Source: an optimization exercise on an open RTL-to-GDS flow (aim: a short achievable clock period and few clock cycles per item). Production flows keep margins and buffers that such runs may drop.
The clock input has no modelled driver; a real chip could not lean on it and would need a root buffer or a full tree.
Power figures rest on the tool's default switching activity, not on a simulated workload.

## conv_requant_packer
module conv_requant_packer #(
  parameter int DATA_WIDTH = 8,
  parameter int ACC_WIDTH  = 32,
  parameter int BUS_WIDTH  = 128,
  parameter int ADDR_WIDTH = 18
) (
  input  logic                  clk,
  input  logic                  rst,
  input  logic                  start,
  input  logic [ADDR_WIDTH-1:0] cfg_base_addr,
  input  logic [15:0]           cfg_scale,
  input  logic [4:0]            cfg_shift,
  input  logic [1:0]            cfg_act_mode,
  input  logic [DATA_WIDTH-1:0] cfg_clip_max,
  output logic                  busy,
  output logic                  done,
  input  logic                  in_valid,
  output logic                  in_ready,
  input  logic [ACC_WIDTH-1:0]  in_acc,
  input  logic [ACC_WIDTH-1:0]  in_bias,
  input  logic                  in_last,
  output logic                  out_valid,
  input  logic                  out_ready,
  output logic [ADDR_WIDTH-1:0] out_addr,
  output logic [BUS_WIDTH-1:0]  out_data,
  output logic                  out_last,
  output logic [15:0]           sat_count
);
  localparam int PW = 48;                        
  localparam int NB = 9;                         
  function automatic logic [2*PW-1:0] csa(input logic [PW-1:0] a, input logic [PW-1:0] b,
                                          input logic [PW-1:0] c);
    logic [PW-1:0] s, cy;
    s   = a ^ b ^ c;
    cy  = ((a & b) | (a & c) | (b & c)) << 1;
    csa = {cy, s};
  endfunction
  function automatic logic [PW:0] ksadd(input logic [PW-1:0] a, input logic [PW-1:0] b,
                                        input logic cin);
    logic [PW-1:0] g, p, gg, pp, gn, pn;
    logic [PW:0]   sum;
    g  = a & b;
    p  = a ^ b;
    gg = g;
    pp = p;
    gg[0] = g[0] | (p[0] & cin);
    for (int d = 1; d < PW; d = d * 2) begin
      gn = gg;
      pn = pp;
  ...
Size: about 1200 flip-flops, roughly 290 I/O pins, roughly 58000 sq um of cells after synthesis.
export LEC_CHECK = 0
export ABC_CLOCK_PERIOD_IN_PS = 1000
export CAP_MARGIN = 20
export CORE_MARGIN = 2
export CORE_UTILIZATION = 45
export SETUP_SLACK_MARGIN = 5
export SLEW_MARGIN = 20
create_clock -name core_clock -period 7.5 [get_ports {clk}]
standard.sh (not shown) runs the stock make flow with config.mk's settings and CLKGATE_MAP_FILE= SYNTH_SCRIPT=/design/flow/synth_recipe.tcl, a recipe that flattens the netlist after the stock synthesis.
==> flow/flow/run.sh <==
#!/bin/bash
# Own flow: the standard layout (standard synthesis unchanged), with the
# clock tree step replaced by the shallow tree of flow/manual_cts.tcl.
set -euo pipefail
export PRE_CTS_TCL="$(pwd)/flow/manual_cts.tcl"
bash standard.sh > standard_flow.log 2>&1
Other scripts of this flow, unchanged in this note and not shown: flow/flow/manual_cts.tcl
The starting point completed and failed the layout checks on antenna rules.
==> next run, changes <==
--- a/flow/design.v
+++ b/flow/design.v
@@ -29,42 +29,18 @@
   localparam int PW = 48;                        
   localparam int NB = 9;                         
   function automatic logic [2*PW-1:0] csa(input logic [PW-1:0] a, input logic [PW-1:0] b,
                                           input logic [PW-1:0] c);
     logic [PW-1:0] s, cy;
     s   = a ^ b ^ c;
     cy  = ((a & b) | (a & c) | (b & c)) << 1;
     csa = {cy, s};
   endfunction
-  function automatic logic [PW:0] ksadd(input logic [PW-1:0] a, input logic [PW-1:0] b,
-                                        input logic cin);
-    logic [PW-1:0] g, p, gg, pp, gn, pn;
-    logic [PW:0]   sum;
-    g  = a & b;
-    p  = a ^ b;
-    gg = g;
-    pp = p;
-    gg[0] = g[0] | (p[0] & cin);
-    for (int d = 1; d < PW; d = d * 2) begin
-      gn = gg;
-      pn = pp;
-      for (int i = d; i < PW; i++) begin
-        gn[i] = gg[i] | (pp[i] & gg[i-d]);
-        pn[i] = pp[i] & pp[i-d];
-      end
-      gg = gn;
-      pp = pn;
-    end
-    sum[0] = p[0] ^ cin;
-    for (int i = 1; i < PW; i++) sum[i] = p[i] ^ gg[i-1];
-    sum[PW] = gg[PW-1];
-    ksadd = sum;
-  endfunction
   function automatic logic [11:0] window(input logic [PW-1:0] p, input logic [31:0] sh_oh,
                                          input logic [PW-1:0] fmask);
     logic [PW:0] p2;
     logic [9:0]  w;
     logic        fit;
     p2 = {p, 1'b0};
     for (int j = 0; j < 10; j++) w[j] = |(sh_oh & p2[j +: 32]);
     fit = &(~(p ^ {PW{p[PW-1]}}) | ~fmask);
     window = {p[PW-1], fit, w};
@@ -175,32 +151,34 @@
     lom1_q <= 10'(lo8) - 10'sd1;
     hib_q  <= hi8;
     lob_q  <= lo8;
     pmax_q <= {1'b0, scale_q, 31'd0} - {32'd0, scale_q};
     pmin_q <= '0 - {1'b0, scale_q, 31'd0};
     wmax_q <= window(pmax_q, shoh_q, fmask_q);
     wmin_q <= window(pmin_q, shoh_q, fmask_q);
   end
   logic        v0, l0;
-  logic [31:0] a0, b0;
+  logic [16:0] lo0;                      
+  logic [15:0] ahi0, bhi0;
   always_ff @(posedge clk) begin
-    a0 <= in_acc;
-    b0 <= in_bias;
-    l0 <= in_last;
+    lo0  <= {1'b0, in_acc[15:0]} + {1'b0, in_bias[15:0]};
+    ahi0 <= in_acc[31:16];
+    bhi0 <= in_bias[31:16];
+    l0   <= in_last;
   end
   logic        v1, l1, ovf1, neg1;
   logic signed [31:0] x1;
   always_ff @(posedge clk) begin
-    logic [PW:0] s;
-    s    = ksadd({{16{a0[31]}}, a0}, {{16{b0[31]}}, b0}, 1'b0);
-    x1   <= s[31:0];
-    ovf1 <= s[32] ^ s[31];
-    neg1 <= s[32];
+    logic [17:0] h;
+    h    = {ahi0[15], ahi0, lo0[16]} + {bhi0[15], bhi0, lo0[16]};
+    x1   <= {h[16:1], lo0[15:0]};
+    ovf1 <= h[17] ^ h[16];
+    neg1 <= h[17];
     l1   <= l0;
   end
   logic        v2, l2, ovf2, neg2;
   logic [PW-1:0] r2_0, r2_1, r2_2, r2_3;
   always_ff @(posedge clk) begin
     logic [PW-1:0] m, t0, t1, t2, t3, t4, t5;
     logic [PW-1:0] row [NB];
     for (int i = 0; i < NB; i++) begin
       m = '0;
@@ -227,25 +205,23 @@
     {r3_1, r3_0} <= csa(t0, t1, r2_3);
     ovf3 <= ovf2;
     neg3 <= neg2;
     l3   <= l2;
   end
   logic        v4, l4, ovf4, neg4;
   logic [24:0] plo4;
   logic [23:0] phi4_c0, phi4_c1;
   always_ff @(posedge clk) begin
-    logic [PW:0] lo, h0, h1;
-    lo = ksadd(PW'(r3_0[23:0]), PW'(r3_1[23:0]), 1'b0);
-    h0 = ksadd(PW'(r3_0[47:24]), PW'(r3_1[47:24]), 1'b0);
-    h1 = ksadd(PW'(r3_0[47:24]), PW'(r3_1[47:24]), 1'b1);
-    plo4    <= lo[24:0];
-    phi4_c0 <= h0[23:0];
-    phi4_c1 <= h1[23:0];
+    logic [24:0] h1;
+    plo4    <= {1'b0, r3_0[23:0]} + {1'b0, r3_1[23:0]};
+    phi4_c0 <= r3_0[47:24] + r3_1[47:24];
+    h1       = {r3_0[47:24], 1'b1} + {r3_1[47:24], 1'b1};
+    phi4_c1 <= h1[24:1];
     ovf4 <= ovf3;
     neg4 <= neg3;
     l4   <= l3;
   end
   logic        v5, l5;
   logic [11:0] w5;
   always_ff @(posedge clk) begin
     logic [11:0] wc0, wc1;
     wc0 = window({phi4_c0, plo4[23:0]}, shoh_q, fmask_q);
After rerunning:
- The changed run completed without violations
- global-route usage hardly moves
- worst setup slack got worse by 0.39 ns
- worst hold slack got worse by 0.022 ns
- sequential power shrinks by about 0.4%
- sequential share of layout area shrinks by 1.4 points
- total power shrinks by 1.2%
- combinational power shrinks by 2.5%
- final area grows by 2.4%
- routed wire length grows by 2.2%
- fmax shrinks by 13%
- critical path depth is unchanged
- via count grows by 3.3%
- synthesized cell count grows by 1.6%
No run of this note included a check of the RTL's function; only the layout flow was run. No run of this note takes its clock network from TritonCTS; it comes from the design's own scripts or RTL.

-- port drivers added, routing unchanged --
No port has a modelled driver above. Below, the same layouts with a new extraction and two added sets of constraints. Step 1: set_driving_cell puts a clkbuf_16 on clk and a buf_2 on each other input, an assumption about the parent block. Step 2 times the ports against the registers' clock, not the clock port: input delays grow and output delays shrink by t, the midpoint of the rising clock arrivals with the driver on. a / b / c = no drivers / after step 1 / after step 2; a / b = the first two.
| run | t (ns) | setup WS [ns] | worst setup path at the end | slew at the worst register clock pin (ns) | cell pins on the clock port's net |
|---|---|---|---|---|---|
| the first run | 0.551 | 4.841 / 4.841 / 4.478 | input to register | 0.11 / 0.11 | 4 |
| the second run | 0.556 | 4.447 / 4.462 / 3.906 | input to register | 0.12 / 0.12 | 4 |
The setup slack of the second run, which loses most, moves by +0.015 ns with the drivers and by -0.541 ns with both steps.
